Source: an optimization exercise on an open RTL-to-GDS flow (aim: small area). Production flows keep margins and buffers that such runs may drop.
RTL that was checked went through simulation tests only; none was proved equivalent to the original.
Only the layout flow was run in run 7; the RTL was not checked for function there.
No activity file was given, so power comes from the tool's default toggle rates.

File: flow/design.v
`default_nettype none
package pwm_pkg;
  localparam int DATA_W = 16;
  localparam int ADDR_W = 8;
  localparam int PWM_NUM  = 4;
  localparam int TACH_NUM = 2;
  localparam int TACH_PRE_W = 4;
  localparam int TACH_DIV_W = 11;
  localparam logic [ADDR_W-3:0] REG_PRESCALE     = 6'h00;
  localparam logic [ADDR_W-3:0] REG_PERIOD       = 6'h01;
  localparam logic [ADDR_W-3:0] REG_ENABLE       = 6'h02;
  localparam logic [ADDR_W-3:0] REG_POSEDGE_BASE = 6'h04;
  localparam logic [ADDR_W-3:0] REG_NEGEDGE_BASE = 6'h05;
  localparam logic [ADDR_W-3:0] REG_TACHPRESCALE = 6'h25;
  localparam logic [ADDR_W-3:0] REG_TACHSTATUS   = 6'h26;
  localparam logic [ADDR_W-3:0] REG_TACHIRQMASK  = 6'h27;
  localparam logic [ADDR_W-3:0] REG_TACHMODE     = 6'h28;
  localparam logic [ADDR_W-3:0] REG_TACHDUR_BASE = 6'h29;
endpackage
`default_nettype wire
`timescale 1ns/1ps
`default_nettype none
import pwm_pkg::*;
module pwm_core
(
  input  logic                PCLK,
  input  logic                PRESETN,
  input  logic                PSEL,
  input  logic                PENABLE,
  input  logic                PWRITE,
  input  logic [ADDR_W-1:0]   PADDR,
  input  logic [DATA_W-1:0]   PWDATA,
  output logic [DATA_W-1:0]   PRDATA,
  output logic                PREADY,
  output logic                PSLVERR,
  input  logic [TACH_NUM-1:0] TACHIN,
  output logic                TACHINT,
  output logic [PWM_NUM-1:0]  PWM
);
  function automatic logic cmp_chain(input logic [15:0] a,
                                     input logic [15:0] b,
                                     input logic        cin);
    logic c;
    c = cin;
    for (int i = 0; i < 16; i++)
      c = (a[i] & ~b[i]) | ((a[i] | ~b[i]) & c);
    cmp_chain = c;
  endfunction
  assign PREADY  = 1'b1;
  assign PSLVERR = 1'b0;
  logic [5:0]  word_idx;
  logic        wr_en;
  logic [15:0] wdata;    
  logic        rst;
  assign word_idx = PADDR[7:2];
  assign wr_en    = PSEL & PENABLE & PWRITE;
  assign rst      = ~PRESETN;
  assign wdata    = PWDATA & {16{PRESETN}};
  logic [15:0]      prescale;
  logic [15:0]      period;
  logic [3:0]       pwm_enable;
  logic [3:0][15:0] pwm_posedge;
  logic [3:0][15:0] pwm_negedge;
  logic [3:0]       edge_gt;        
  logic [3:0]       tach_prescale;
  logic [1:0]       tach_irq_mask;
  logic [1:0]       tach_mode;
  logic [1:0]       tach_status;
  logic [1:0][15:0] tach_dur;
  logic [1:0]       status_clear;
  function automatic logic wr_to(input logic [5:0] idx, input logic [5:0] w);
    wr_to = (idx == w);
  endfunction
  always_ff @(posedge PCLK)
  begin
    if (rst | (wr_en & wr_to(word_idx, REG_PRESCALE)))     prescale      <= wdata;
    if (rst | (wr_en & wr_to(word_idx, REG_PERIOD)))       period        <= wdata;
    if (rst | (wr_en & wr_to(word_idx, REG_ENABLE)))       pwm_enable    <= wdata[3:0];
    if (rst | (wr_en & wr_to(word_idx, REG_TACHPRESCALE))) tach_prescale <= wdata[3:0];
    if (rst | (wr_en & wr_to(word_idx, REG_TACHIRQMASK)))  tach_irq_mask <= wdata[1:0];
    if (rst | (wr_en & wr_to(word_idx, REG_TACHMODE)))     tach_mode     <= wdata[1:0];
  end
  logic [5:0]  rd_idx;
  logic [15:0] rd_data;
  assign rd_idx = {word_idx[5:1], word_idx[0] ^ PWRITE};
  always_comb
  begin
    rd_data = '0;
    case (rd_idx)
      6'h00: rd_data = prescale;
      6'h01: rd_data = period;
      6'h02: rd_data[3:0] = pwm_enable;
      6'h04: rd_data = pwm_posedge[0];
      6'h05: rd_data = pwm_negedge[0];
      6'h06: rd_data = pwm_posedge[1];
      6'h07: rd_data = pwm_negedge[1];
      6'h08: rd_data = pwm_posedge[2];
      6'h09: rd_data = pwm_negedge[2];
      6'h0a: rd_data = pwm_posedge[3];
      6'h0b: rd_data = pwm_negedge[3];
      6'h25: rd_data[3:0] = tach_prescale;
      6'h26: rd_data[1:0] = tach_status;
      6'h27: rd_data[1:0] = tach_irq_mask;
      6'h28: rd_data[1:0] = tach_mode;
      6'h29: rd_data = tach_dur[0];
      6'h2a: rd_data = tach_dur[1];
      default: rd_data = '0;
    endcase
  end
  assign PRDATA = rd_data;
  logic gt_new;
  assign gt_new = cmp_chain(rd_data, PWDATA, ~word_idx[0]) ^ ~word_idx[0];
  for (genvar n = 0; n < 4; n++)
  begin : g_edge
    always_ff @(posedge PCLK)
    begin
      if (rst | (wr_en & wr_to(word_idx, 6'(4 + 2 * n)))) pwm_posedge[n] <= wdata;
      if (rst | (wr_en & wr_to(word_idx, 6'(5 + 2 * n)))) pwm_negedge[n] <= wdata;
      if (rst | (wr_en & (word_idx[5:1] == 5'(2 + n))))   edge_gt[n]     <= gt_new & PRESETN;
    end
  end
  assign status_clear = (wr_en & wr_to(word_idx, REG_TACHSTATUS)) ? PWDATA[1:0] : 2'b00;
  logic [15:0] pre_cnt;
  logic [15:0] period_cnt;
  logic        tick;
  logic        wrap;
  assign tick = cmp_chain(pre_cnt, prescale, 1'b1);
  assign wrap = tick & cmp_chain(period_cnt, period, 1'b1);
  always_ff @(posedge PCLK)
  begin
    if (rst | tick)
      pre_cnt <= '0;
    else
      pre_cnt <= pre_cnt + 1'b1;
    if (rst | wrap)
      period_cnt <= '0;
    else if (tick)
      period_cnt <= period_cnt + 1'b1;
  end
  logic [3:0] in_window;
  logic [3:0] after_pos;     
  logic [3:0] before_neg;    
  for (genvar n = 0; n < 4; n++)
  begin : g_win
    assign after_pos[n]  = cmp_chain(period_cnt, pwm_posedge[n], 1'b1);
    assign before_neg[n] = ~cmp_chain(period_cnt, pwm_negedge[n], 1'b1);
    assign in_window[n]  = edge_gt[n] ? (after_pos[n] | before_neg[n])
                                      : (after_pos[n] & before_neg[n]);
  end
  always_ff @(posedge PCLK)
    PWM <= pwm_enable & in_window & {4{PRESETN}};
  logic [10:0] div_cnt;
  logic [10:0] div_val;
  logic        tach_tick;
  always_comb
  begin
    if (tach_prescale >= 4'd11)
      div_val = '1;
    else
      div_val = 11'((1 << tach_prescale) - 1);
  end
  assign tach_tick = (div_cnt == '0);
  always_ff @(posedge PCLK)
  begin
    if (rst | (div_cnt >= div_val))
      div_cnt <= '0;
    else
      div_cnt <= div_cnt + 1'b1;
  end
  logic [1:0] update;
  logic [1:0] accept;
  assign accept = ~tach_mode | ~tach_status;
  for (genvar t = 0; t < 2; t++)
  begin : g_tach
    logic [1:0]  sync_q;
    logic        prev_q;
    logic        armed;
    logic        rise;
    logic [15:0] tick_cnt;
    assign rise      = sync_q[1] & ~prev_q;
    assign update[t] = rise & armed;
    always_ff @(posedge PCLK)
    begin
      sync_q <= {sync_q[0], TACHIN[t]} & {2{PRESETN}};
      prev_q <= sync_q[1] & PRESETN;
      armed  <= (armed | rise) & PRESETN;
      if (rise)
        tick_cnt <= '0;
      else if (tach_tick && (tick_cnt != '1))
        tick_cnt <= tick_cnt + 1'b1;
      if (rst | (update[t] & accept[t]))
        tach_dur[t] <= tick_cnt & {16{PRESETN}};
    end
  end
  always_ff @(posedge PCLK)
  begin
    tach_status <= (tach_status | (update & accept)) & ~status_clear & {2{PRESETN}};
    TACHINT     <= |(tach_status & tach_irq_mask) & PRESETN;
  end
endmodule
`default_nettype wire
File: flow/run.sh
#!/bin/bash
# synth_recipe.tcl (not shown) runs the flow's synth.tcl, then flattens the netlist and writes it again
# the make line also repeats each setting of config.mk as NAME=value (left out here)
make -C /OpenROAD-flow-scripts/flow DESIGN_CONFIG=/design/flow/config.mk WORK_HOME=/design/flow/orfs CLKGATE_MAP_FILE= SYNTH_SCRIPT=/design/flow/synth_recipe.tcl finish
File: flow/config.mk
export PLATFORM = sky130hd
export DESIGN_NAME = pwm_core
export DESIGN_NICKNAME = pwm_core
export VERILOG_FILES = /design/flow/design.v
export SDC_FILE = /design/flow/constraint.sdc
export NUM_CORES = 4
export LEC_CHECK = 0
export ABC_AREA = 1
export CAP_MARGIN = 20
export CORE_MARGIN = 2
export CORE_UTILIZATION = 70
export SLEW_MARGIN = 20
File: flow/constraint.sdc
create_clock -name core_clock -period 10.0 [get_ports {PCLK}]
set_input_delay 2.0000 -clock core_clock [delete_from_list [all_inputs] [get_ports {PCLK}]]
set_output_delay 2.0000 -clock core_clock [all_outputs]
set_load 0.01 [all_outputs]
==> results of run 1 <==
==> synthesized netlist by cell type, types with 11 or more instances <==
cell      instances
nand2_1         360
a21oi_1          66
xor2_1           22
edfxtp_1        208
a221oi_1         32
nand3_1          77
nand4_1          28
ha_1             18
o21ai_0          91
nand3_2          13
inv_1           289
inv_2            16
o221ai_1         26
nor3_1           38
nor2_4           11
clkbuf_1         34
nor4_1           17
dfxtp_1          90
nor2_1          120
o22ai_1          82
==> through the flow <==
stage / std cells / instance area, um2
after floorplan: 1765 / 15500
after global placement: 2049 / 16200
after detailed placement: 2049 / 16200
after CTS: 2107 / 17300
after global routing: 2107 / 17300
final: 2107 / 17300
==> cell type report <==
type	count	area (um2)
fill	1456	4480
sequential	298	8050
clock inverter	14	160
timing repair buffer	59	563
inverter	313	1180
clock buffer	44	948
multi-input combinational	1099	6030
tap	280	350
==> path summary, 6_finish.rpt <==
path	slack, ns	cells after the start	start	endpoint
setup reg to reg	6.40	15	tach_prescale[3]	div_cnt[2]
hold reg to reg	0.41	2	g_tach[0].sync_q[0]	g_tach[0].sync_q[1]
setup / recovery	2.27	11	PADDR[2]	PRDATA[9]
hold / removal	0.41	2	g_tach[0].sync_q[0]	g_tach[0].sync_q[1]
==> critical path: cells and delay by family <==
kind | cells | cell delay [ns]
compound gates | 2 | 0.95
buf+inv | 4 | 2.02
simple gates | 5 | 0.74
==> cells by family (layout without fill, tap and decap cells) <==
family                   Yosys count  after routing  synth area share [%]
adder cells (fa/ha/maj)           19             19                  1.52
AO/OA/AOI/OAI                    351            351                  14.6
buffers and inverters            368            430                  9.41
flip-flops                       298            298                  52.0
XOR/XNOR                          25             25                  1.41
AND/OR/NAND/NOR                  702            702                  21.1
other                              2              2                0.0485
==> layer usage <==
layer / routed length [um] / part of all wire (%) / vias up / track usage [%]
met5: 0 / 0 / - / 0
met4: 1670 / 3.8 / 0 / 13.3
met3: 4840 / 11 / 142 / 6.66
met2: 20700 / 48 / 755 / 62.3
met1: 16000 / 37 / 6114 / 48.4
li1: - / - / 6137 / -
==> where the power goes <==
group,total [W],internal (W),leakage (nW),switching [W]
logic,0.000276,0.0000903,4.07,0.000185
registers,0.00149,0.00143,2.76,0.0000673
clock network,0.00123,0.000739,0.543,0.000495
total,0.00300,0.00225,7.37,0.000748
==> sequential cells by signal, summed over array words and instances, names as in the netlist <==
register / count
g_tach.tick_cnt: 32
period_cnt: 16
tach_irq_mask: 2
g_tach.prev_q: 2
tach_mode: 2
pwm_negedge: 64
pwm_posedge: 64
tach_prescale: 4
period: 16
TACHINT: 1
pre_cnt: 16
g_tach.sync_q: 4
tach_status: 2
g_tach.armed: 2
div_cnt: 11
edge_gt: 4
tach_dur: 32
pwm_enable: 4
prescale: 16
PWM: 4
==> impl_metrics.csv, run 1 <==
group,metric,value,unit
die,core.rowCount,54,
die,start_util,71.2,%
synthesis,yosysWarningCount,1,
sta,fin_tns_setup,0,ns
synthesis,ys.flop_type,"edfxtp_1",
critical_path,crit_slowest_cell,"clkdlybuf4s50_1",
clocking,clk_latency,0.58,ns
critical_path,path_class,"in2out",
sta,post-route-min-period,7.73,ns
cells_and_area,layout_common_cells,"360 x nand2_1, 289 x inv_1, 208 x edfxtp_1, 120 x nor2_1, 90 x dfxtp_1",
placement,gp_congestion,0.956,
global_routing,grt_pass1_wl,67.3,mm
synthesis,syn_area_per_cell,8.77,um2
power_and_ir_drop,leakage,7.37,nW
routing,viasPerCell,6.24,
clocking,cts_tree,"built",
job,maxCapViolCount,0,
hold_path,worstHoldPathType,"reg2reg",
critical_path,crit_fanout,12,
outcome,status,"timing/DRC/antenna clean",
power_and_ir_drop,p_total,0.00300,W
die,fp.dieH,153,um
synthesis,synth_cell_type_count,54,
clocking,ctsHoldBuffers,0,
critical_path,crit_path_start_kind,"primary input",
synthesis,syn_inst,1765,
global_routing,grt_pass1_vias,12600,
clocking,clk_path_buf_depth,3,
sta,fin_hold_ws,0.414,ns
sta,setup_violations,0,
sta,slew_headroom,20.4,%
critical_path,crit_chain,"clkdlybuf4s50_1 -> inv_1 -> nand2_1 -> nand2_4 -> nand2_4 -> nor2_4 -> inv_1 -> o22ai_1 -> a221oi_1 -> nand3_1 -> clkdlybuf4s50_1",
routing,num_vias,13100,
routing,drtIter0Drc,1638,
routing,wirelength,43.3,mm
critical_path,crit_arrival,5.73,ns
synthesis,synth_fp_nets,1814,
cells_and_area,antennaDiodeCount,0,
critical_path,crit_required,8.00,ns
synthesis,synth_edf_count,208,
global_routing,grt_max_degree,76,
die,die_w,153,um
power_and_ir_drop,pwr_density_cell,174,nW/um2
sta,grt_setup_unrepaired,"false",
critical_path,slowest_delay,0.82,ns
cells_and_area,final_common_cell,"nand2_1",
synthesis,syn-cell-area,15500,um2
cells_and_area,area_growth,11.6,%
clocking,cts_buffers,31,
sta,drv_slew,0,
clocking,clkTransAtPathRegs,0.06,ns
placement,dp_hpwl,30.9,mm
power_and_ir_drop,ir_drop,0.153,mV
global_routing,grt_usage,37.0,%
routing,post-route-drc-count,0,
cells_and_area,layout-drive-gt1-share,8.32,%
routing,antenna_left,0,
clocking,root_buffer,"clkbuf_16",
global_routing,gr-total-overflow,0,
synthesis,yosysSeqAreaShare,52.0,%
clocking,cts_max_level,1,
synthesis,ys_async_sr_fraction,0,%
synthesis,synth_area_leaders,"edfxtp_1 40%, dfxtp_1 12%, nand2_1 8.7%, inv_1 7.0%, o22ai_1 3.3%",
critical_path,crit_path_end_kind,"output port",
sta,period_share,77.3,%
routing,dr.pass1.iters,7,
synthesis,synth_top_cell_by_area,"edfxtp_1",
synthesis,yosysTopAreaCellShare,40.3,%
die,fp.dieArea,23300,um2
cells_and_area,fin_util,79.4,%
sta,worst_slack,2.27,ns
placement,portBuffers,49,
sta,worst_pin_slew,1.19,ns
global_routing,antenna_found_initial,0,
sta,skew,0.0156,ns
clocking,ctsResizeCount,0,
clocking,cts.sinks,298,
die,coreArea,21800,um2
die,num_io_pins,54,
cells_and_area,layout.nets,1851,
placement,dp_slack,2.51,ns
sta,hold_viol,0,
routing,wl_per_cell,20.5,um
clocking,cts_post_setup_buffers_inserted,0,
synthesis,ys_seq_elements,298,
sta,fmax,0.129,GHz
==> run 2: changes to the inputs <==
--- a/flow/design.v
+++ b/flow/design.v
@@ -84,28 +84,25 @@
   logic [15:0] rd_data;
   assign rd_idx = {word_idx[5:1], word_idx[0] ^ PWRITE};
-  always_comb
-  begin
-    rd_data = '0;
-    case (rd_idx)
-      6'h00: rd_data = prescale;
-      6'h01: rd_data = period;
-      6'h02: rd_data[3:0] = pwm_enable;
-      6'h04: rd_data = pwm_posedge[0];
-      6'h05: rd_data = pwm_negedge[0];
-      6'h06: rd_data = pwm_posedge[1];
-      6'h07: rd_data = pwm_negedge[1];
-      6'h08: rd_data = pwm_posedge[2];
-      6'h09: rd_data = pwm_negedge[2];
-      6'h0a: rd_data = pwm_posedge[3];
-      6'h0b: rd_data = pwm_negedge[3];
-      6'h25: rd_data[3:0] = tach_prescale;
-      6'h26: rd_data[1:0] = tach_status;
-      6'h27: rd_data[1:0] = tach_irq_mask;
-      6'h28: rd_data[1:0] = tach_mode;
-      6'h29: rd_data = tach_dur[0];
-      6'h2a: rd_data = tach_dur[1];
-      default: rd_data = '0;
-    endcase
-  end
+  function automatic logic [15:0] sel16(input logic [5:0] idx, input logic [5:0] w,
+                                        input logic [15:0] v);
+    sel16 = (idx == w) ? v : 16'h0000;
+  endfunction
+  assign rd_data = sel16(rd_idx, 6'h00, prescale)
+                 | sel16(rd_idx, 6'h01, period)
+                 | sel16(rd_idx, 6'h02, {12'h000, pwm_enable})
+                 | sel16(rd_idx, 6'h04, pwm_posedge[0])
+                 | sel16(rd_idx, 6'h05, pwm_negedge[0])
+                 | sel16(rd_idx, 6'h06, pwm_posedge[1])
+                 | sel16(rd_idx, 6'h07, pwm_negedge[1])
+                 | sel16(rd_idx, 6'h08, pwm_posedge[2])
+                 | sel16(rd_idx, 6'h09, pwm_negedge[2])
+                 | sel16(rd_idx, 6'h0a, pwm_posedge[3])
+                 | sel16(rd_idx, 6'h0b, pwm_negedge[3])
+                 | sel16(rd_idx, 6'h25, {12'h000, tach_prescale})
+                 | sel16(rd_idx, 6'h26, {14'h0000, tach_status})
+                 | sel16(rd_idx, 6'h27, {14'h0000, tach_irq_mask})
+                 | sel16(rd_idx, 6'h28, {14'h0000, tach_mode})
+                 | sel16(rd_idx, 6'h29, tach_dur[0])
+                 | sel16(rd_idx, 6'h2a, tach_dur[1]);
   assign PRDATA = rd_data;
   logic gt_new;
@@ -155,13 +152,11 @@
   always_comb
   begin
-    if (tach_prescale >= 4'd11)
-      div_val = '1;
-    else
-      div_val = 11'((1 << tach_prescale) - 1);
+    for (int i = 0; i < 11; i++)
+      div_val[i] = (tach_prescale > 4'(i));
   end
   assign tach_tick = (div_cnt == '0);
   always_ff @(posedge PCLK)
   begin
-    if (rst | (div_cnt >= div_val))
+    if (rst | (|(div_cnt & ~div_val)) | (&(div_cnt | ~div_val)))
       div_cnt <= '0;
     else
==> flow/flow/run.sh (new file) <==
#!/bin/bash
set -euo pipefail
here=$(pwd)
rm -rf "$here/scripts_mod"
cp -r "$FLOW_HOME/scripts" "$here/scripts_mod"
cp "$here/flow/abc_area.script" "$here/scripts_mod/abc_area.script"
cts="-sink_clustering_enable -repair_clock_nets -buf_list sky130_fd_sc_hd__clkbuf_4"
cts="$cts -sink_clustering_size 9 -sink_clustering_max_diameter 40 -dont_use_dummy_load"
bash standard.sh SCRIPTS_DIR="$here/scripts_mod" \
  BUFFER_PORTS_ARGS="-buffer_cell sky130_fd_sc_hd__buf_1" \
  CTS_ARGS="$cts" \
  finish > "$here/make_flow.log" 2>&1
==> flow/flow/abc_area.script (new file) <==
strash
balance
rewrite
refactor
balance
rewrite
rewrite -z
balance
refactor -z
rewrite -z
balance
&get -n
&dch -f
&nf -R 1000 -p
&put
topo
==> flow/standard.sh (new file) <==
#!/bin/bash
# synth_recipe.tcl (not shown) runs the flow's synth.tcl, then flattens the netlist and writes it again
# the make line also repeats each setting of config.mk as NAME=value (left out here)
make -C /OpenROAD-flow-scripts/flow DESIGN_CONFIG=/design/flow/config.mk WORK_HOME=/design/flow/orfs CLKGATE_MAP_FILE= SYNTH_SCRIPT=/design/flow/synth_recipe.tcl "${@:-finish}"
--- a/flow/config.mk
+++ b/flow/config.mk
@@ -7,6 +7,7 @@
 export LEC_CHECK = 0
 export ABC_AREA = 1
-export CAP_MARGIN = 20
+export CAP_MARGIN = 5
 export CORE_MARGIN = 2
-export CORE_UTILIZATION = 70
-export SLEW_MARGIN = 20
+export CORE_UTILIZATION = 55
+export GPL_TIMING_DRIVEN = 0
+export SLEW_MARGIN = 5
removed: flow/run.sh
==> run 2 against run 1 <==
Effect of this change: critical path type is now in2reg; still clean on timing, DRC and antenna; non-clock buffer count grew 12; largest cell class unchanged; design area down 15%; area after synthesis decreased by 14%; via count decreased by 26%; sequential power barely moved; hold slack improved by 0.028 ns; clock power is about 50% lower; fmax shrank 21%; first-iteration DRC count shrank 29%; final cell count is 27% lower; sequential share of layout area rose by 8.2 points.
==> impl_metrics.csv, run 2 <==
group,metric,value,unit
synthesis,ys_async_sr_fraction,0,%
sta,fmax,0.103,GHz
power_and_ir_drop,pwr_density_cell,157,nW/um2
die,die_w,160,um
die,fp.dieH,160,um
critical_path,crit_arrival,10.16,ns
critical_path,crit_required,10.41,ns
routing,wl_per_cell,23.6,um
synthesis,syn_area_per_cell,12.2,um2
global_routing,grt_pass1_vias,9373,
die,coreArea,23600,um2
synthesis,synth_cell_type_count,47,
synthesis,synth_area_leaders,"edfxtp_1 47%, dfxtp_1 14%, maj3_1 12%, a222oi_1 3.0%, and2_0 2.9%",
critical_path,rrSetupSlack,1.92,ns
die,core.rowCount,56,
clocking,clk_latency,0.69,ns
routing,wirelength,36.0,mm
clocking,cts_tree,"built",
critical_path,r2r_end,"period_cnt[14]",
routing,antenna_left,0,
global_routing,grt_usage,28.4,%
global_routing,grt_max_degree,51,
global_routing,grt_pass1_wl,55.3,mm
power_and_ir_drop,leakage,4.56,nW
global_routing,gr-total-overflow,0,
routing,dr.pass1.iters,9,
sta,drv_slew,0,
power_and_ir_drop,ir_drop,0.144,mV
critical_path,r2r-start,"prescale[0]",
clocking,root_buffer,"clkbuf_4",
critical_path,crit_fanout,12,
sta,skew,0.0775,ns
cells_and_area,fin_util,62.3,%
critical_path,endpoint,"edge_gt[3]",
die,start_util,56.5,%
global_routing,antenna_found_initial,1,
clocking,cts_post_setup_buffers_inserted,0,
critical_path,startpoint,"PADDR[2]",
synthesis,synth_edf_count,208,
cells_and_area,area_growth,10.2,%
synthesis,yosysMostFrequentCell,"edfxtp_1",
synthesis,synth_common_cells,"208 x edfxtp_1, 154 x maj3_1, 90 x dfxtp_1",
critical_path,crit_slowest_cell,"maj3_1",
die,num_io_pins,54,
die,fp.dieArea,25500,um2
routing,num_vias,9707,
critical_path,cp_num_buf_inv,2,
sta,period_share,97.5,%
placement,portBuffers,49,
critical_path,path_delay_family,"adder cells",
cells_and_area,top_regs,"pwm_negedge x64, pwm_posedge x64",
clocking,cts.sinks,298,
placement,dp_hpwl,26.3,mm
synthesis,yosysWarningCount,1,
synthesis,ys_seq_elements,298,
routing,viasPerCell,6.34,
placement,dp_slack,-0.957,ns
critical_path,crit_path_start_kind,"primary input",
outcome,status,"timing/DRC/antenna clean",
clocking,cts_buffers,47,
synthesis,yosysTopAreaCellShare,46.8,%
critical_path,path_class,"in2reg",
cells_and_area,layout.nets,1249,
cells_and_area,layout-drive-gt1-share,8.02,%
synthesis,yosysSeqAreaShare,60.3,%
clocking,clk_path_buf_depth,3,
sta,fin_tns_setup,0,ns
sta,slew_headroom,13.6,%
hold_path,worstHoldPathType,"reg2reg",
synthesis,syn_inst,1094,
cells_and_area,final_common_cell,"edfxtp_1",
sta,worst_slack,0.252,ns
sta,post-route-min-period,9.75,ns
sta,grt_setup_unrepaired,"false",
synthesis,ys.flop_type,"edfxtp_1",
synthesis,syn-cell-area,13300,um2
sta,hold_viol,0,
synthesis,synth_fp_nets,1131,
critical_path,critical_path_depth,27,
sta,setup_violations,0,
critical_path,crit_top_cell,"maj3_1",
job,maxCapViolCount,0,
sta,worst_pin_slew,1.29,ns
routing,post-route-drc-count,0,
critical_path,crit_path_end_kind,"register",
routing,drtIter0Drc,1165,
critical_path,slowest_delay,0.44,ns
clocking,cts_max_level,2,
synthesis,synth_top_cell_by_area,"edfxtp_1",
placement,gp_congestion,0.895,
cells_and_area,layout_common_cells,"208 x edfxtp_1, 154 x maj3_1, 90 x dfxtp_1, 65 x nand2_1, 64 x a21oi_1",
clocking,clkTransAtPathRegs,0.10,ns
critical_path,r2r_cells,24,
[run 2: worst min path at each step]
stage,startpoint,endpoint,depth (start not counted)
floorplan,g_tach[0].sync_q[0],g_tach[0].sync_q[1],1
global placement,g_tach[1].sync_q[0],g_tach[1].sync_q[1],1
detailed placement,g_tach[1].sync_q[0],g_tach[1].sync_q[1],1
CTS,g_tach[1].sync_q[0],g_tach[1].sync_q[1],1
global route,g_tach[0].sync_q[0],g_tach[0].sync_q[1],1
finish,g_tach[1].sync_q[0],g_tach[1].sync_q[1],1
[run 2: logic make-up after synthesis]
group                    count (synthesis)  share of synthesized area (%)
multiplexers                             1                         0.0751
AND/OR/NAND/NOR                        342                           13.6
buffers and inverters                   60                           1.74
AO/OA/AOI/OAI                          221                           11.4
other                                    2                         0.0563
adder cells (fa/ha/maj)                160                           12.1
flip-flops                             298                           60.3
XOR/XNOR                                10                          0.657
[run 2: through the flow]
step | power, W | hold WS [ns] | instance area (um2) | std cells
after floorplan | 0.00162 | 0.413 | 13300 | 1094
after global placement | 0.00171 | 0.423 | 13900 | 1462
after detailed placement | 0.00173 | 0.427 | 14300 | 1482
after CTS | 0.00232 | 0.451 | 14700 | 1529
after global routing | 0.00241 | 0.479 | 14700 | 1530
final | 0.00231 | 0.442 | 14700 | 1530
[run 2: worst register-to-register path, stage by stage, from the launching register on]
cell and delay, ns:
edfxtp_1 0.50, nand2b_1 0.09, maj3_1 0.36, maj3_1 0.36
maj3_1 0.37, maj3_1 0.36, maj3_1 0.37, maj3_1 0.38
maj3_1 0.38, maj3_1 0.38, maj3_1 0.38, maj3_1 0.37
maj3_1 0.38, maj3_1 0.36, maj3_1 0.36, maj3_1 0.36
maj3_1 0.53, and3_1 0.29, and3_1 0.21, and3_1 0.24
and3_1 0.24, and3_1 0.23, and3_1 0.22, a21oi_1 0.15
a311oi_1 0.06
[run 2: repair_timing]
item / 4_1_cts / 5_1_grt
hold buffers: 0 / 0
resized for setup: 2 / 7
setup endpoints to repair: 4 / 4
[run 2: layout make-up]
class	count	area [um2]
Sequential cell	298	8050
Timing Repair Buffer	69	509
Fill cell	1949	8910
Antenna cell	1	2.50
Tap cell	319	399
Buffer	2	15.0
Clock buffer	47	353
Inverter	58	218
Multi-Input combinational cell	736	5150
[run 2: power by group]
group / leakage [nW] / switching [W] / internal [W] / total [W]
clock network: 0.216 / 0.000397 / 0.000215 / 0.000612
logic: 1.59 / 0.000125 / 0.0000737 / 0.000198
registers: 2.76 / 0.0000766 / 0.00142 / 0.00150
total: 4.56 / 0.000598 / 0.00171 / 0.00231
[run 2: layer usage]
| metal | global-route usage [%] | up-vias | part of all wire, % |
|---|---|---|---|
| li1 | - | 4488 | - |
| met1 | 39.8 | 4688 | 43 |
| met2 | 45.4 | 459 | 46 |
| met3 | 4.96 | 72 | 8.0 |
| met4 | 8.72 | 0 | 2.8 |
| met5 | 0 | - | 0 |
==> run 3: changes to the inputs <==
--- a/flow/flow/abc_area.script
+++ b/flow/flow/abc_area.script
@@ -15,2 +15,6 @@
 &put
 topo
+stime -c
+buffer -c
+upsize -c
+dnsize -c
--- a/flow/config.mk
+++ b/flow/config.mk
@@ -7,7 +7,6 @@
 export LEC_CHECK = 0
 export ABC_AREA = 1
-export CAP_MARGIN = 5
+export CAP_MARGIN = 0
 export CORE_MARGIN = 2
 export CORE_UTILIZATION = 55
-export GPL_TIMING_DRIVEN = 0
-export SLEW_MARGIN = 5
+export SLEW_MARGIN = 0
==> run 3 against run 2 <==
Effect of this change: total power fell by 0.30%; via count fell by 1.1%; sequential share of layout area rose by 0.52 points; non-clock buffer count rose by 2; largest power group unchanged; first-iteration DRC count fell by 7.6%; register-to-register slack improved by 0.81 ns; highest routed layer unchanged.
==> impl_metrics.csv, run 3 <==
group,metric,value,unit
clocking,cts_post_setup_buffers_inserted,0,
routing,post-route-drc-count,0,
hold_path,hold_start,"g_tach[1].sync_q[0]",
clocking,root_buffer,"clkbuf_4",
cells_and_area,area_growth,7.60,%
critical_path,crit_path_end_kind,"register",
die,fp.dieArea,25900,um2
job,maxCapViolCount,0,
power_and_ir_drop,p_switching,0.000594,W
synthesis,synth_area_leaders,"edfxtp_1 46%, dfxtp_1 13%, maj3_1 9.2%, a222oi_1 3.0%, and2_1 2.9%",
global_routing,grt_pass1_wl,56.2,mm
synthesis,syn_inst,1131,
synthesis,synth_cell_type_count,57,
clocking,clk_path_buf_depth,3,
global_routing,antenna_found_initial,1,
clocking,ctsResizeCount,0,
sta,setup_violations,0,
cells_and_area,top_regs,"pwm_negedge x64, pwm_posedge x64",
critical_path,crit_path_start_kind,"primary input",
routing,viasPerCell,6.24,
placement,placedInstanceArea,14200,um2
cells_and_area,layout.filler_cells,2017,
sta,worst_slack,1.36,ns
sta,grt_setup_unrepaired,"false",
outcome,status,"timing/DRC/antenna clean",
die,start_util,55.8,%
hold_path,worstHoldPathType,"reg2reg",
critical_path,r2r_cells,18,
clocking,cts_tree,"built",
critical_path,crit_top_cell,"maj3_2",
power_and_ir_drop,leakage,4.77,nW
sta,worst_pin_slew,1.19,ns
placement,portBuffers,49,
clocking,cts_max_level,2,
critical_path,path_delay_family,"adder cells",
power_and_ir_drop,p_seq_share,65.4,%
global_routing,gr-total-overflow,0,
critical_path,slowest_delay,0.40,ns
synthesis,yosysWarningCount,1,
synthesis,synth_common_cells,"208 x edfxtp_1, 124 x maj3_1, 90 x dfxtp_1",
power_and_ir_drop,p_int,0.00171,W
placement,dp_hpwl,25.9,mm
cells_and_area,layout-drive-gt1-share,9.90,%
synthesis,synth_edf_count,208,
critical_path,path_class,"in2reg",
sta,fin_tns_setup,0,ns
routing,antenna_left,0,
critical_path,r2r-start,"period_cnt[1]",
routing,dr.pass1.iters,6,
power_and_ir_drop,pwr_density_cell,158,nW/um2
sta,drv_slew,0,
power_and_ir_drop,netSwitchingFraction,25.8,%
synthesis,yosysTopAreaCellShare,46.2,%
placement,gp_congestion,0.906,
cells_and_area,layout.nets,1251,
synthesis,syn-cell-area,13500,um2
power_and_ir_drop,clkPwrFrac,26.3,%
die,die_w,161,um
synthesis,ys_seq_elements,298,
placement,dp.cells,1489,
routing,wirelength,37.0,mm
sta,post-route-min-period,8.64,ns
sta,skew,0.0520,ns
power_and_ir_drop,power_frac_comb,8.3,%
placement,dp_slack,0.727,ns
synthesis,synth_fp_nets,1168,
synthesis,yosysMostFrequentCell,"edfxtp_1",
critical_path,r2r_end,"PWM[2]",
critical_path,cp_num_buf_inv,1,
sta,slew_headroom,20.9,%
synthesis,ys_async_sr_fraction,0,%
sta,fmax,0.116,GHz
routing,wl_per_cell,24.0,um
routing,drtIter0Drc,1076,
routing,num_vias,9603,
die,fp.dieH,161,um
die,num_io_pins,54,
clocking,ctsHoldBuffers,0,
critical_path,rrSetupSlack,2.73,ns
clocking,clk_latency,0.69,ns
hold_path,min_to,"g_tach[1].sync_q[1]",
global_routing,grt_pass1_vias,9489,
synthesis,yosysSeqAreaShare,59.5,%
cells_and_area,final_area,14600,um2
hold_path,hold_depth,1,
clocking,cts_buffers,47,
power_and_ir_drop,ir_drop,0.108,mV
sta,hold_viol,0,
synthesis,synth_top_cell_by_area,"edfxtp_1",
cells_and_area,post_layout_nonfiller_instances,1540,
die,coreArea,24200,um2
die,core.rowCount,57,
clocking,clkTransAtPathRegs,0.07,ns
critical_path,crit_required,10.39,ns
critical_path,crit_arrival,9.03,ns
global_routing,grt_usage,29.1,%
clocking,cts.sinks,298,
synthesis,syn_area_per_cell,12.0,um2
global_routing,grt_max_degree,88,
cells_and_area,layout_common_cells,"208 x edfxtp_1, 124 x maj3_1, 90 x dfxtp_1, 67 x nand2_1, 64 x a21oi_1",
cells_and_area,final_common_cell,"edfxtp_1",
critical_path,crit_slowest_cell,"xor2_2",
synthesis,ys.flop_type,"edfxtp_1",
sta,period_share,86.4,%
critical_path,crit_fanout,8,
[run 3: cell types whose count changed after synthesis, moves of 2 or more]
| cell | delta |
|---|---|
| clkbuf_1 | +36 |
| nand2b_1 | -2 |
| inv_2 | +2 |
| and2_1 | +62 |
| clkinv_1 | -49 |
| maj3_1 | -30 |
| inv_1 | +47 |
| and2_0 | -62 |
| maj3_2 | +30 |
[run 3: cell families after synthesis]
kind of cell / share of synthesized area, %
AND/OR/NAND/NOR: 13.5
flip-flops: 59.5
AO/OA/AOI/OAI: 11.3
adder cells (fa/ha/maj): 12.2
buffers and inverters: 2.76
XOR/XNOR: 0.703
other: 0.0555
multiplexers: 0.0740
[run 3: area by class of cell]
type | instances | area (um2) | area share, %
flip-flops and latches | 298 | 8050 | 55.3
multi-input cells | 736 | 5160 | 35.4
well taps | 324 | 405 | 2.78
repair buffers | 73 | 365 | 2.51
clock buffers | 47 | 353 | 2.42
inverters | 58 | 218 | 1.50
diodes | 4 | 10.0 | 0.0687
[run 3: power groups by stage]
stage          clock [W]  sequential [W]  combinational (W)
2_1_floorplan          0         0.00149           0.000131
3_3_place_gp           0         0.00153           0.000189
3_5_place_dp           0         0.00153           0.000192
4_1_cts         0.000625         0.00150           0.000193
5_1_grt         0.000670         0.00152           0.000215
6_report        0.000606         0.00151           0.000191
[run 3: per-stage QoR]
stage | hold WS (ns) | power [W] | util, %
floorplan | 0.412 | 0.00162 | -
global route | 0.470 | 0.00240 | 60.0
global placement | 0.418 | 0.00172 | 58.6
detailed placement | 0.431 | 0.00172 | 58.6
CTS | 0.450 | 0.00232 | 60.0
finish | 0.445 | 0.00230 | 60.0
[run 3: layer usage]
| metal | track usage [%] | up-vias | part of all wire (%) |
|---|---|---|---|
| met5 | 0 | - | 0 |
| li1 | - | 4487 | - |
| met3 | 4.62 | 80 | 7.9 |
| met1 | 40.3 | 4636 | 43 |
| met2 | 46.3 | 400 | 46 |
| met4 | 11.7 | 0 | 3.9 |
[run 3: worst max path at each step]
stage          startpoint         end  slack (ns)  cells after the start
4_1_cts          PADDR[2]  edge_gt[3]        1.41                     26
6_report         PADDR[2]  edge_gt[3]        1.36                     26
3_5_place_dp     PADDR[2]  edge_gt[3]        0.73                     26
3_3_place_gp     PADDR[2]  edge_gt[3]        0.71                     26
2_1_floorplan    PADDR[2]  edge_gt[0]        1.46                     26
5_1_grt          PADDR[2]  edge_gt[3]        1.04                     26
[run 3: worst reg2reg max path, delay by kind of cell, from the launching register on]
family / cells / cell delay, ns
buffers and inverters: 1 / 0.33
DFF: 1 / 0.47
adders and majority gates: 15 / 5.79
AOI/OAI and AO/OA: 2 / 0.56
==> run 4: changes to the inputs <==
--- a/flow/flow/abc_area.script
+++ b/flow/flow/abc_area.script
@@ -15,6 +15,2 @@
 &put
 topo
-stime -c
-buffer -c
-upsize -c
-dnsize -c
==> run 4 against run 3 <==
Effect of this change: still clean on timing, DRC and antenna; count of clock-buffer cells in the layout unchanged; clock power up 0.8%; setup slack worse by 0.60 ns; final cell count down 0.13%; critical path type unchanged; critical endpoint is now edge_gt[1]; largest power group unchanged.
==> impl_metrics.csv, run 4 <==
group,metric,value,unit
power_and_ir_drop,ir_drop,0.0968,mV
routing,wl_met2,16.6,mm
synthesis,ys_async_sr_fraction,0,%
cells_and_area,area_growth,9.00,%
sta,worst_pin_slew,1.15,ns
clocking,cts_tree,"built",
critical_path,r2r_end,"period_cnt[14]",
critical_path,crit_required,10.45,ns
sta,fmax,0.108,GHz
die,fp.dieH,160,um
die,core.rowCount,56,
sta,period_share,92.4,%
synthesis,yosysMostFrequentCell,"edfxtp_1",
sta,setup_violations,0,
routing,top_layer,"met4",
die,die_w,160,um
clocking,cts_post_setup_buffers_inserted,0,
critical_path,startpoint,"PADDR[2]",
routing,wl_met1,15.4,mm
placement,gp_congestion,0.893,
routing,num_vias,9548,
critical_path,crit_path_end_kind,"register",
routing,antenna_left,0,
critical_path,crit_fanout,6,
cells_and_area,top_regs,"pwm_negedge x64, pwm_posedge x64",
routing,wirelength,35.6,mm
synthesis,synth_edf_count,208,
cells_and_area,layout-drive-gt1-share,7.39,%
synthesis,synth_cell_type_count,47,
die,start_util,56.5,%
outcome,status,"timing/DRC/antenna clean",
synthesis,synth_common_cells,"208 x edfxtp_1, 154 x maj3_1, 90 x dfxtp_1",
clocking,clk_latency,0.71,ns
power_and_ir_drop,p_total,0.00230,W
clocking,clk_path_buf_depth,3,
sta,fin_tns_setup,0,ns
cells_and_area,final_common_cell,"edfxtp_1",
placement,placedInstanceArea,14200,um2
synthesis,syn-cell-area,13300,um2
placement,dp_hpwl,25.8,mm
cells_and_area,layout.nets,1257,
critical_path,crit_path_start_kind,"primary input",
synthesis,yosysSeqAreaShare,60.3,%
critical_path,rrSetupSlack,1.93,ns
global_routing,antenna_found_initial,1,
critical_path,path_class,"in2reg",
sta,slew_headroom,23.0,%
clocking,cts_max_level,2,
sta,post-route-min-period,9.24,ns
global_routing,grt_pass1_wl,54.8,mm
critical_path,r2r-start,"prescale[0]",
cells_and_area,final_area,14500,um2
hold_path,worstHoldPathType,"reg2reg",
hold_path,hold_depth,1,
synthesis,syn_inst,1094,
synthesis,yosysTopAreaCellShare,46.8,%
clocking,cts.sinks,298,
sta,grt_setup_unrepaired,"false",
global_routing,grt_max_degree,57,
sta,hold_viol,0,
routing,wl_per_cell,23.2,um
die,fp.dieArea,25500,um2
cells_and_area,layout.filler_cells,1980,
synthesis,ys.flop_type,"edfxtp_1",
global_routing,grt_usage,28.2,%
critical_path,crit_arrival,9.69,ns
routing,dr.pass1.iters,9,
sta,skew,0.102,ns
clocking,ctsResizeCount,0,
global_routing,gr-total-overflow,0,
clocking,cts_buffers,47,
clocking,ctsHoldBuffers,0,
power_and_ir_drop,pwr_density_cell,158,nW/um2
hold_path,min_to,"g_tach[1].sync_q[1]",
global_routing,grt_pass1_vias,9339,
clocking,root_buffer,"clkbuf_4",
synthesis,ys_seq_elements,298,
placement,portBuffers,49,
synthesis,yosysWarningCount,1,
routing,drtIter0Drc,1155,
power_and_ir_drop,leakage,4.53,nW
routing,post-route-drc-count,0,
synthesis,syn_area_per_cell,12.2,um2
critical_path,r2r_cells,24,
synthesis,synth_fp_nets,1131,
sta,drv_slew,0,
routing,wl_met3,2.65,mm
cells_and_area,layout_common_cells,"208 x edfxtp_1, 154 x maj3_1, 90 x dfxtp_1, 67 x nand2_1, 64 x a21oi_1",
clocking,clkTransAtPathRegs,0.08,ns
synthesis,synth_top_cell_by_area,"edfxtp_1",
routing,viasPerCell,6.21,
hold_path,hold_start,"g_tach[1].sync_q[0]",
die,coreArea,23600,um2
job,maxCapViolCount,0,
die,num_io_pins,54,
synthesis,synth_area_leaders,"edfxtp_1 47%, dfxtp_1 14%, maj3_1 12%, a222oi_1 3.0%, and2_0 2.9%",
[run 4: changes by cell type after synthesis, sizes merged]
cell	delta
buf	-1
clkbuf	-36
clkinv	+49
inv	-49
nand2b	+2
or2b	-2
[run 4: final cells by class]
cell class | instances | area, um2 | area share, %
Antenna cell | 1 | 2.50 | 0.0172
Inverter | 58 | 218 | 1.50
Timing Repair Buffer | 79 | 410 | 2.82
Sequential cell | 298 | 8050 | 55.4
Clock buffer | 47 | 353 | 2.43
Multi-Input combinational cell | 736 | 5110 | 35.1
Tap cell | 319 | 399 | 2.75
[run 4: critical path, stage by stage]
cell,delay [ns]
buf_1,0.12
xor2_1,0.33
buf_4,0.22
nor3_2,0.05
a22o_1,0.19
a221oi_1,0.22
and4_1,0.24
nand4_1,0.12
nor2_1,0.13
a21oi_1,0.06
maj3_1,0.40
maj3_1,0.40
maj3_1,0.37
maj3_1,0.40
maj3_1,0.38
maj3_1,0.37
maj3_1,0.36
maj3_1,0.37
maj3_1,0.37
maj3_1,0.41
maj3_1,0.38
maj3_1,0.39
maj3_1,0.38
maj3_1,0.36
maj3_1,0.40
o21ai_0,0.17
a21oi_1,0.10
[run 4: where the power goes]
group	total, W	internal (W)	switching, W
Sequential	0.00150	0.00143	0.0000787
Combinational	0.000187	0.0000681	0.000119
Clock	0.000611	0.000215	0.000396
[run 4: how the worst max path moves through the flow]
stage | cells past startpoint | end | slack, ns
2_1_floorplan | 25 | edge_gt[0] | 0.63
3_3_place_gp | 27 | edge_gt[0] | 0.14
3_5_place_dp | 27 | edge_gt[0] | 0.09
4_1_cts | 27 | edge_gt[1] | 0.85
5_1_grt | 27 | edge_gt[2] | 0.59
6_report | 27 | edge_gt[1] | 0.76
[run 4: kinds of logic after synthesis]
family | count (synthesis) | synth area share, %
DFF | 298 | 60.3
xor gates and xnor gates | 10 | 0.657
AOI/OAI and AO/OA | 221 | 11.4
adders and majority gates | 160 | 12.1
other | 2 | 0.0563
muxes | 1 | 0.0751
buffers and inverters | 60 | 1.74
and+or+nand+nor | 342 | 13.6
[run 4: per-layer routing]
layer,up-vias,track usage [%]
met5,-,0
met4,0,8.26
met3,74,4.44
met2,396,46.1
met1,4583,39.0
li1,4495,-
[run 4: stage by stage]
| stage | hold WS [ns] | setup slack, ns | util, % | std cells |
|---|---|---|---|---|
| after detailed placement | 0.437 | 0.0894 | 60.1 | 1490 |
| after global placement | 0.436 | 0.137 | 60.1 | 1490 |
| after CTS | 0.460 | 0.849 | 61.6 | 1537 |
| after global routing | 0.481 | 0.586 | 61.6 | 1538 |
| after floorplan | 0.413 | 0.632 | - | 1094 |
| final | 0.452 | 0.756 | 61.6 | 1538 |
==> run 5: changes to the inputs <==
==> flow/flow/run.sh (replaced) <==
#!/bin/bash
set -euo pipefail
here=$(pwd)
rm -rf "$here/scripts_mod"
cp -r "$FLOW_HOME/scripts" "$here/scripts_mod"
cp "$here/flow/abc_area.script" "$here/scripts_mod/abc_area.script"
cts="-sink_clustering_enable -repair_clock_nets -buf_list sky130_fd_sc_hd__clkbuf_16"
cts="$cts -sink_clustering_size 28 -sink_clustering_max_diameter 80 -dont_use_dummy_load"
bash standard.sh SCRIPTS_DIR="$here/scripts_mod" \
  BUFFER_PORTS_ARGS="-buffer_cell sky130_fd_sc_hd__buf_1" \
  CTS_ARGS="$cts" \
  finish > "$here/make_flow.log" 2>&1
--- a/flow/config.mk
+++ b/flow/config.mk
@@ -7,6 +7,7 @@
 export LEC_CHECK = 0
 export ABC_AREA = 1
-export CAP_MARGIN = 0
+export CAP_MARGIN = 20
 export CORE_MARGIN = 2
 export CORE_UTILIZATION = 55
-export SLEW_MARGIN = 0
+export GPL_TIMING_DRIVEN = 0
+export SLEW_MARGIN = 20
==> run 5 against run 4 <==
Effect of this change: still clean on timing, DRC and antenna; setup slack got worse by 0.53 ns; first-iteration DRC count is 9.1% lower; total power rose by 1.6%; design area up 1.9%; sequential power is essentially flat; routed wire length is 0.44% lower; fmax shrank 5.5%; sequential cell count unchanged; hold slack lost 0.0053 ns; core utilization rose by 1.2 points; non-clock buffer count is 4 lower; largest cell class unchanged; highest routed layer unchanged.
==> impl_metrics.csv, run 5 <==
group,metric,value,unit
outcome,status,"timing/DRC/antenna clean",
sta,hold_viol,0,
sta,worst_slack,0.223,ns
cells_and_area,final_common_cell,"edfxtp_1",
critical_path,slowest_delay,0.43,ns
critical_path,crit_path_end_kind,"register",
sta,worst_pin_slew,0.944,ns
synthesis,synth_fp_nets,1131,
power_and_ir_drop,leakage,4.58,nW
die,coreArea,23600,um2
routing,dr.pass1.iters,6,
global_routing,antenna_found_initial,0,
global_routing,grt_pass1_wl,54.3,mm
cells_and_area,antennaDiodeCount,0,
clocking,cts_tree,"built",
sta,fin_hold_ws,0.447,ns
sta,post-route-min-period,9.78,ns
power_and_ir_drop,pwr_density_cell,158,nW/um2
die,fp.dieH,160,um
routing,wl_per_cell,23.6,um
die,fp.dieArea,25500,um2
critical_path,crit_arrival,10.02,ns
routing,viasPerCell,6.28,
synthesis,ys_seq_elements,298,
critical_path,path_class,"in2reg",
die,start_util,56.5,%
routing,num_vias,9431,
synthesis,syn-cell-area,13300,um2
placement,dp_hpwl,26.4,mm
synthesis,ys.flop_type,"edfxtp_1",
clocking,root_buffer,"clkbuf_16",
synthesis,synth_cell_type_count,47,
placement,dp_slack,-1.03,ns
global_routing,grt_pass1_vias,9101,
routing,post-route-drc-count,0,
sta,fmax,0.102,GHz
synthesis,yosysTopAreaCellShare,46.8,%
cells_and_area,layout.nets,1221,
routing,drtIter0Drc,1050,
cells_and_area,top_regs,"pwm_negedge x64, pwm_posedge x64",
cells_and_area,layout_common_cells,"208 x edfxtp_1, 152 x maj3_1, 90 x dfxtp_1, 64 x a21oi_1, 64 x nand2_1",
critical_path,crit_top_cell,"maj3_1",
routing,antenna_left,0,
critical_path,path_delay_family,"adder cells",
routing,wirelength,35.5,mm
die,core.rowCount,56,
synthesis,syn_inst,1094,
clocking,clk_path_buf_depth,3,
placement,placedInstanceArea,14400,um2
global_routing,grt_max_degree,36,
sta,grt_setup_unrepaired,"false",
global_routing,grt_usage,27.9,%
synthesis,synth_top_cell_by_area,"edfxtp_1",
synthesis,yosysSeqAreaShare,60.3,%
hold_path,worstHoldPathType,"reg2reg",
synthesis,synth_area_leaders,"edfxtp_1 47%, dfxtp_1 14%, maj3_1 12%, a222oi_1 3.0%, and2_0 2.9%",
power_and_ir_drop,ir_drop,0.154,mV
clocking,cts_buffers,15,
die,num_io_pins,54,
clocking,ctsHoldBuffers,0,
cells_and_area,final_area,14800,um2
synthesis,yosysMostFrequentCell,"edfxtp_1",
sta,drv_slew,0,
critical_path,cp_num_buf_inv,3,
placement,gp_congestion,0.895,
synthesis,synth_common_cells,"208 x edfxtp_1, 154 x maj3_1, 90 x dfxtp_1",
synthesis,ys_async_sr_fraction,0,%
sta,period_share,97.8,%
clocking,clk_latency,0.50,ns
placement,portBuffers,49,
critical_path,crit_path_start_kind,"primary input",
sta,skew,0.0367,ns
synthesis,syn_area_per_cell,12.2,um2
critical_path,crit_slowest_cell,"maj3_1",
clocking,cts_max_level,1,
clocking,cts.sinks,298,
sta,slew_headroom,36.9,%
critical_path,crit_fanout,14,
critical_path,crit_required,10.24,ns
synthesis,yosysWarningCount,1,
clocking,clkTransAtPathRegs,0.10,ns
job,maxCapViolCount,0,
synthesis,synth_edf_count,208,
sta,setup_violations,0,
cells_and_area,area_growth,11.0,%
global_routing,gr-total-overflow,0,
cells_and_area,layout-drive-gt1-share,6.26,%
die,die_w,160,um
-- run 5: cell type report --
| type | count | area [um2] |
|---|---|---|
| repair buffers | 73 | 537 |
| plain buffers | 2 | 15.0 |
| well taps | 319 | 399 |
| inverters | 58 | 218 |
| fillers | 1921 | 8800 |
| flip-flops and latches | 298 | 8050 |
| clock buffers | 15 | 375 |
| multi-input cells | 736 | 5220 |
-- run 5: final timing paths --
path | startpoint | end | slack, ns | cells past startpoint
hold reg to reg | g_tach[1].sync_q[0] | g_tach[1].sync_q[1] | 0.45 | 1
setup / recovery | PWRITE | edge_gt[3] | 0.22 | 28
setup reg to reg | prescale[0] | period_cnt[14] | 1.98 | 23
hold / removal | g_tach[1].sync_q[0] | g_tach[1].sync_q[1] | 0.45 | 1
-- run 5: per-layer routing --
layer  global-route usage (%)  routed length (um)  vias to the layer above  share of wire, %
met5                        0                   0                        -                 0
met4                     6.82                 878                        0               2.5
met3                     4.57                2720                       50               7.7
met2                     44.8               16200                      373                46
met1                     39.9               15600                     4596                44
li1                         -                   -                     4412                 -
-- run 5: stage by stage --
step | instances | utilization (%) | setup TNS, ns | power (W)
after floorplan | 1094 | - | 0 | 0.00162
after global placement | 1462 | 58.9 | -3.70 | 0.00171
after detailed placement | 1485 | 60.9 | -4.11 | 0.00173
after CTS | 1500 | 62.6 | 0 | 0.00235
after global routing | 1501 | 62.7 | 0 | 0.00243
final | 1501 | 62.7 | 0 | 0.00234
-- run 5: cells by family after synthesis --
family,share of synthesized area [%]
AND/OR/NAND/NOR,13.6
flip-flops,60.3
other,0.0563
XOR/XNOR,0.657
AO/OA/AOI/OAI,11.4
multiplexers,0.0751
adder cells (fa/ha/maj),12.1
buffers and inverters,1.74
-- run 5: what timing repair did --
item	in CTS	in global routing
pin swaps	1	1
buffers inserted	0	1
gates cloned	0	0
resized for setup	7	6
setup endpoints to repair	4	4
-- run 5: power by group --
group	total [W]	internal, W	switching [W]	leakage (nW)
Sequential	0.00150	0.00142	0.0000769	2.76
Clock	0.000635	0.000271	0.000364	0.185
Combinational	0.000203	0.0000759	0.000127	1.63
Total	0.00234	0.00177	0.000568	4.58
==> run 6: changes to the inputs <==
==> flow/flow/run.sh (replaced) <==
#!/bin/bash
set -euo pipefail
here=$(pwd)
rm -rf "$here/scripts_mod"
cp -r "$FLOW_HOME/scripts" "$here/scripts_mod"
cp "$here/flow/abc_area.script" "$here/scripts_mod/abc_area.script"
cts="-sink_clustering_enable -repair_clock_nets -buf_list sky130_fd_sc_hd__clkbuf_8"
cts="$cts -sink_clustering_size 16 -sink_clustering_max_diameter 50 -dont_use_dummy_load"
bash standard.sh SCRIPTS_DIR="$here/scripts_mod" \
  BUFFER_PORTS_ARGS="-buffer_cell sky130_fd_sc_hd__buf_1" \
  CTS_ARGS="$cts" \
  finish > "$here/make_flow.log" 2>&1
--- a/flow/config.mk
+++ b/flow/config.mk
@@ -10,4 +10,3 @@
 export CORE_MARGIN = 2
 export CORE_UTILIZATION = 55
-export GPL_TIMING_DRIVEN = 0
 export SLEW_MARGIN = 20
==> run 6 against run 5 <==
Effect of this change: via count is 0.24% lower; total power up 3.3%; global-route usage rose by 0.18 points; setup slack better by 0.36 ns; die area unchanged; clock power rose by 14%; register-to-register slack lost 0.09 ns; largest cell class unchanged; largest power group unchanged.
==> impl_metrics.csv, run 6 <==
group,metric,value,unit
sta,worst_pin_slew,1.17,ns
cells_and_area,antennaDiodeCount,0,
clocking,cts_max_level,2,
synthesis,ys.flop_type,"edfxtp_1",
critical_path,crit_fanout,6,
sta,hold_viol,0,
hold_path,hold_start,"g_tach[0].sync_q[0]",
critical_path,crit_arrival,9.70,ns
job,maxCapViolCount,0,
synthesis,syn-cell-area,13300,um2
synthesis,yosysMostFrequentCell,"edfxtp_1",
synthesis,ys_seq_elements,298,
placement,dp_slack,0.0894,ns
hold_path,worstHoldPathType,"reg2reg",
routing,num_vias,9408,
sta,grt_setup_unrepaired,"false",
synthesis,synth_fp_nets,1131,
cells_and_area,layout-drive-gt1-share,6.55,%
synthesis,synth_edf_count,208,
clocking,ctsResizeCount,0,
power_and_ir_drop,ir_drop,0.125,mV
critical_path,crit_path_end_kind,"register",
critical_path,crit_required,10.28,ns
global_routing,grt_usage,28.0,%
critical_path,r2r_cells,24,
sta,skew,0.0419,ns
clocking,clk_path_buf_depth,3,
outcome,status,"timing/DRC/antenna clean",
global_routing,grt_pass1_vias,9183,
cells_and_area,top_regs,"pwm_negedge x64, pwm_posedge x64",
critical_path,slowest_delay,0.41,ns
cells_and_area,layout.nets,1246,
sta,post-route-min-period,9.41,ns
cells_and_area,fin_util,62.2,%
clocking,cts_buffers,36,
critical_path,path_delay_family,"adder cells",
critical_path,r2r_end,"period_cnt[14]",
power_and_ir_drop,p_total,0.00242,W
clocking,clk_latency,0.55,ns
sta,setup_violations,0,
placement,dp_hpwl,25.8,mm
hold_path,hold_depth,1,
die,die_w,160,um
sta,fmax,0.106,GHz
synthesis,synth_cell_type_count,47,
global_routing,gr-total-overflow,0,
die,coreArea,23600,um2
routing,wl_per_cell,23.3,um
critical_path,path_class,"in2reg",
sta,fin_tns_setup,0,ns
clocking,root_buffer,"clkbuf_8",
die,fp.dieArea,25500,um2
placement,portBuffers,49,
die,core.rowCount,56,
cells_and_area,area_growth,10.2,%
routing,post-route-drc-count,0,
hold_path,min_to,"g_tach[0].sync_q[1]",
sta,fin_hold_ws,0.455,ns
die,num_io_pins,54,
routing,drtIter0Drc,989,
cells_and_area,final_common_cell,"edfxtp_1",
die,start_util,56.5,%
synthesis,syn_inst,1094,
synthesis,synth_common_cells,"208 x edfxtp_1, 154 x maj3_1, 90 x dfxtp_1",
synthesis,syn_area_per_cell,12.2,um2
critical_path,r2r-start,"prescale[0]",
global_routing,antenna_found_initial,0,
synthesis,yosysTopAreaCellShare,46.8,%
clocking,cts_tree,"built",
synthesis,synth_top_cell_by_area,"edfxtp_1",
global_routing,grt_max_degree,57,
sta,slew_headroom,22.0,%
synthesis,yosysWarningCount,1,
critical_path,crit_slowest_cell,"maj3_1",
clocking,cts.sinks,298,
sta,worst_slack,0.586,ns
synthesis,yosysSeqAreaShare,60.3,%
die,fp.dieH,160,um
clocking,ctsHoldBuffers,0,
cells_and_area,layout.filler_cells,1957,
synthesis,synth_area_leaders,"edfxtp_1 47%, dfxtp_1 14%, maj3_1 12%, a222oi_1 3.0%, and2_0 2.9%",
placement,gp_congestion,0.893,
synthesis,ys_async_sr_fraction,0,%
critical_path,crit_top_cell,"maj3_1",
critical_path,rrSetupSlack,1.89,ns
critical_path,crit_path_start_kind,"primary input",
routing,wirelength,35.6,mm
cells_and_area,layout_common_cells,"208 x edfxtp_1, 154 x maj3_1, 90 x dfxtp_1, 67 x nand2_1, 64 x a21oi_1",
routing,dr.pass1.iters,7,
routing,viasPerCell,6.17,
power_and_ir_drop,leakage,4.57,nW
clocking,cts_post_setup_buffers_inserted,0,
routing,antenna_left,0,
critical_path,cp_num_buf_inv,2,
clocking,clkTransAtPathRegs,0.09,ns
sta,drv_slew,0,
global_routing,grt_pass1_wl,54.6,mm
power_and_ir_drop,pwr_density_cell,164,nW/um2
sta,period_share,94.1,%
-- run 6: how the worst max path moves through the flow --
stage | startpoint | endpoint | slack [ns] | cells after the start
3_5_place_dp | PWRITE | edge_gt[0] | 0.09 | 27
5_1_grt | PWRITE | edge_gt[3] | 0.38 | 27
4_1_cts | PWRITE | edge_gt[0] | 0.67 | 27
6_report | PADDR[2] | edge_gt[3] | 0.59 | 27
2_1_floorplan | PWRITE | edge_gt[0] | 0.63 | 25
3_3_place_gp | PWRITE | edge_gt[0] | 0.14 | 27
-- run 6: kinds of logic (layout without fill, tap and decap cells) --
logic type	Yosys count	after routing	synth area share, %
compound gates	221	221	11.4
fa+ha+maj	160	160	12.1
buf+inv	60	173	1.74
flops	298	298	60.3
simple gates	342	342	13.6
other cells	2	2	0.0563
xor+xnor	10	10	0.657
mux	1	1	0.0751
-- run 6: layer usage --
| layer | share of wire [%] | wire (um) | track usage [%] | vias up |
|---|---|---|---|---|
| met5 | 0 | 0 | 0 | - |
| met4 | 2.1 | 764 | 7.07 | 0 |
| met3 | 6.2 | 2210 | 3.79 | 55 |
| met2 | 47 | 16700 | 46.3 | 320 |
| met1 | 45 | 16000 | 39.5 | 4589 |
| li1 | - | - | - | 4444 |
-- run 6: power by group --
group,leakage [nW],total [W],internal (W),switching [W]
sequential,2.76,0.00151,0.00143,0.0000788
clock,0.259,0.000722,0.000321,0.000402
combinational,1.56,0.000188,0.0000683,0.000120
-- run 6: per-stage QoR --
stage	area (um2)	std cells
6_report	14700	1526
5_1_grt	14700	1526
4_1_cts	14700	1526
3_5_place_dp	14200	1490
3_3_place_gp	14200	1490
2_1_floorplan	13300	1094
-- run 6: area by class of cell --
cell class                 instances  area (um2)  area share (%)
clock buffer                      36         495            3.37
multi-input combinational        736        5120            34.9
tap                              319         399            2.72
inverter                          58         218            1.48
timing repair buffer              79         410            2.79
sequential                       298        8050            54.8
==> run 7: changes to the inputs <==
--- a/flow/design.v
+++ b/flow/design.v
@@ -106,6 +106,19 @@
                  | sel16(rd_idx, 6'h2a, tach_dur[1]);
   assign PRDATA = rd_data;
+  function automatic logic cmp_chain8(input logic [7:0] a,
+                                      input logic [7:0] b,
+                                      input logic       cin);
+    logic c;
+    c = cin;
+    for (int i = 0; i < 8; i++)
+      c = (a[i] & ~b[i]) | ((a[i] | ~b[i]) & c);
+    cmp_chain8 = c;
+  endfunction
   logic gt_new;
-  assign gt_new = cmp_chain(rd_data, PWDATA, ~word_idx[0]) ^ ~word_idx[0];
+  logic gt_lo, gt_hi0, gt_hi1;
+  assign gt_lo  = cmp_chain8(rd_data[7:0], PWDATA[7:0], ~word_idx[0]);
+  assign gt_hi0 = cmp_chain8(rd_data[15:8], PWDATA[15:8], 1'b0);
+  assign gt_hi1 = cmp_chain8(rd_data[15:8], PWDATA[15:8], 1'b1);
+  assign gt_new = (gt_lo ? gt_hi1 : gt_hi0) ^ ~word_idx[0];
   for (genvar n = 0; n < 4; n++)
   begin : g_edge
--- a/flow/flow/run.sh
+++ b/flow/flow/run.sh
@@ -6,5 +6,5 @@
 cp "$here/flow/abc_area.script" "$here/scripts_mod/abc_area.script"
 cts="-sink_clustering_enable -repair_clock_nets -buf_list sky130_fd_sc_hd__clkbuf_8"
-cts="$cts -sink_clustering_size 16 -sink_clustering_max_diameter 50 -dont_use_dummy_load"
+cts="$cts -sink_clustering_size 18 -sink_clustering_max_diameter 90 -dont_use_dummy_load"
 bash standard.sh SCRIPTS_DIR="$here/scripts_mod" \
   BUFFER_PORTS_ARGS="-buffer_cell sky130_fd_sc_hd__buf_1" \
--- a/flow/config.mk
+++ b/flow/config.mk
@@ -7,6 +7,6 @@
 export LEC_CHECK = 0
 export ABC_AREA = 1
-export CAP_MARGIN = 20
+export CAP_MARGIN = 0
 export CORE_MARGIN = 2
 export CORE_UTILIZATION = 55
-export SLEW_MARGIN = 20
+export SLEW_MARGIN = 0
==> run 7 against run 6 <==
Effect of this change: still clean on timing, DRC and antenna; die area increased by 0.28%; first-iteration DRC count increased by 12%; core utilization decreased by 2.3 points; total power decreased by 7.0%; sequential share of layout area increased by 0.97 points.
==> impl_metrics.csv, run 7 <==
group,metric,value,unit
outcome,status,"timing/DRC/antenna clean",
critical_path,crit_slowest_cell,"nor2_1",
sta,skew,0.0424,ns
sta,period_share,82.5,%
synthesis,synthAdderAreaFrac,11.5,%
cells_and_area,layout.filler_cells,2065,
cells_and_area,fin_util,59.9,%
cells_and_area,final_area,14400,um2
critical_path,crit_top_cell,"maj3_1",
sta,worst_pin_slew,1.19,ns
cells_and_area,antennaDiodeCount,0,
routing,wirelength,35.8,mm
sta,fmax,0.121,GHz
global_routing,antenna_found_initial,0,
critical_path,path_class,"in2reg",
cells_and_area,layout.nets,1250,
sta,slew_headroom,20.5,%
routing,dr.pass1.iters,7,
synthesis,synth_top_family_by_area,"simple AND/OR/NAND/NOR gates",
cells_and_area,layout_common_cells,"208 x edfxtp_1, 146 x maj3_1, 90 x dfxtp_1, 81 x nand2_1, 75 x nor2_1",
sta,drv_slew,0,
synthesis,synth_fp_nets,1157,
power_and_ir_drop,ir_drop,0.139,mV
routing,wl_met1,15.6,mm
cells_and_area,top_regs,"pwm_negedge x64, pwm_posedge x64",
clocking,root_buffer,"clkbuf_8",
synthesis,ys_seq_elements,298,
critical_path,slowest_delay,0.79,ns
cells_and_area,area_growth,7.93,%
routing,wl_met2,16.6,mm
sta,fin_tns_setup,0,ns
cells_and_area,layout-drive-gt1-share,4.38,%
power_and_ir_drop,leakage,4.50,nW
hold_path,worstHoldPathType,"reg2reg",
routing,wl_met3,2.69,mm
clocking,cts_tree,"built",
routing,num_vias,9592,
power_and_ir_drop,pwr_density_cell,156,nW/um2
cells_and_area,multiInputGateArea,5140,um2
cells_and_area,seq_area,8050,um2
synthesis,synth_compound_area_share,10.8,%
placement,placedInstanceArea,14200,um2
die,coreArea,24100,um2
global_routing,grt_usage,27.8,%
die,fp.dieH,160,um
clocking,ctsResizeCount,0,
placement,dp_hpwl,25.6,mm
cells_and_area,final_common_cell,"edfxtp_1",
sta,setup_violations,0,
clocking,cts_max_level,1,
synthesis,ys.flop_type,"edfxtp_1",
critical_path,rrSetupSlack,1.96,ns
clocking,ctsHoldBuffers,0,
clocking,clk_latency,0.56,ns
critical_path,crit_path_end_kind,"register",
routing,drtIter0Drc,1112,
sta,post-route-min-period,8.25,ns
synthesis,synth_common_cells,"208 x edfxtp_1, 146 x maj3_1, 90 x dfxtp_1",
die,fp.dieArea,25600,um2
synthesis,yosysMostFrequentCell,"edfxtp_1",
clocking,cts_buffers,20,
synthesis,synth_edf_count,208,
global_routing,gr-total-overflow,0,
clocking,clkTransAtPathRegs,0.11,ns
sta,hold_viol,0,
synthesis,syn_area_per_cell,11.9,um2
die,die_w,160,um
synthesis,synth.area.mux_share,0.0748,%
critical_path,crit_fanout,9,
critical_path,crit_arrival,8.61,ns
synthesis,synth-simple-area-share,14.6,%
routing,viasPerCell,6.25,
critical_path,crit_path_start_kind,"primary input",
placement,dp.cells,1515,
placement,gp_congestion,0.910,
global_routing,grt_pass1_wl,54.4,mm
sta,grt_setup_unrepaired,"false",
job,maxCapViolCount,0,
die,num_io_pins,54,
routing,wl_per_cell,23.3,um
synthesis,synth_cell_type_count,44,
synthesis,yosysSeqAreaShare,60.2,%
routing,antenna_left,0,
critical_path,crit_required,10.36,ns
synthesis,synthXorXnorAreaFrac,1.18,%
cells_and_area,post_layout_nonfiller_instances,1535,
synthesis,syn-cell-area,13400,um2
placement,portBuffers,49,
die,start_util,55.5,%
synthesis,yosysTopAreaCellShare,46.7,%
synthesis,synth_area_leaders,"edfxtp_1 47%, dfxtp_1 13%, maj3_1 11%, a222oi_1 2.8%, and2_0 2.7%",
synthesis,yosysWarningCount,1,
clocking,clk_path_buf_depth,3,
global_routing,grt_pass1_vias,9183,
synthesis,syn_inst,1120,
die,core.rowCount,57,
synthesis,ys_async_sr_fraction,0,%
routing,post-route-drc-count,0,
clocking,cts.sinks,298,
clocking,cts_post_setup_buffers_inserted,0,
global_routing,grt_max_degree,64,
routing,top_layer,"met4",
synthesis,synth_top_cell_by_area,"edfxtp_1",
-- run 7: cell count changes after synthesis, sizes merged, moves of 5 or more --
cell    previous run  this run
nand2b             6        11
nand2             67        81
nand4             13        21
maj3             154       146
a21oi             64        55
o21ai             43        38
xnor2              4        10
a22oi             24        37
nor2              51        75
nor3              48        43
-- run 7: layout make-up --
class / count / area share, %
inverters: 54 / 1.40
multi-input cells: 766 / 35.6
flip-flops and latches: 298 / 55.7
clock buffers: 20 / 1.91
repair buffers: 73 / 2.53
well taps: 324 / 2.81
-- run 7: cells by family after synthesis --
family                   after synthesis
adder cells (fa/ha/maj)              152
buffers and inverters                 56
XOR/XNOR                              18
multiplexers                           1
AND/OR/NAND/NOR                      381
flip-flops                           298
AO/OA/AOI/OAI                        212
other                                  2
-- run 7: metal layers --
| metal | up-vias | track usage [%] |
|---|---|---|
| met3 | 53 | 4.39 |
| met4 | 0 | 6.59 |
| li1 | 4472 | - |
| met5 | - | 0 |
| met2 | 394 | 45.3 |
| met1 | 4673 | 39.7 |
-- run 7: critical path, delay by kind of cell --
kind	cells	cell delay, ns
fa+ha+maj	9	3.20
buf+inv	2	0.17
simple gates	6	1.72
compound gates	8	1.51
-- run 7: through the flow --
stage	total power [W]	setup WS (ns)	hold slack, ns
after floorplan	0.00162	2.66	0.413
after global routing	0.00233	1.23	0.476
after global placement	0.00171	1.29	0.422
final	0.00225	1.75	0.450
after detailed placement	0.00172	1.19	0.427
after CTS	0.00226	1.78	0.457
-- run 7: final timing paths --
path,from,end,cells past startpoint
worst max register to register,prescale[0],period_cnt[14],24
worst min register to register,g_tach[0].sync_q[0],g_tach[0].sync_q[1],1
worst min-delay path,g_tach[0].sync_q[0],g_tach[0].sync_q[1],1
worst max-delay path,PADDR[6],edge_gt[1],25
-- run 7: report_power, final --
part | internal (W) | switching, W | leakage (nW)
Combinational | 0.0000678 | 0.000121 | 1.60
Sequential | 0.00142 | 0.0000796 | 2.76
Clock | 0.000181 | 0.000373 | 0.144

==> re-timing with driven ports <==
No port has a modelled driver above. Below, the same layouts with a new extraction and two added sets of constraints.
Step 1 sets driving cells, clkbuf_16 on the clock port and buf_2 on the other inputs (assumed; they add their load-dependent delay and slew).
Step 2, shift: input delay + t, output delay - t, t = (earliest + latest rising clock arrival at the registers) / 2. This alone moves slack from input paths to output paths.
Three values: ideal, step 1, step 2; two values: the first two.
run	shift t [ns]	setup WS [ns]
run 1	0.616	2.274 / 2.218 / 2.218
run 2	0.700	0.252 / 0.269 / -0.431
run 3	0.704	1.356 / 1.359 / 0.655
run 4	0.709	0.756 / 0.777 / 0.068
run 5	0.537	0.223 / 0.253 / -0.284
run 6	0.571	0.586 / 0.607 / 0.036
run 7	0.591	1.753 / 1.770 / 1.179
With both steps, setup timing fails in run 2 and run 5, where it was met with ideal ports.
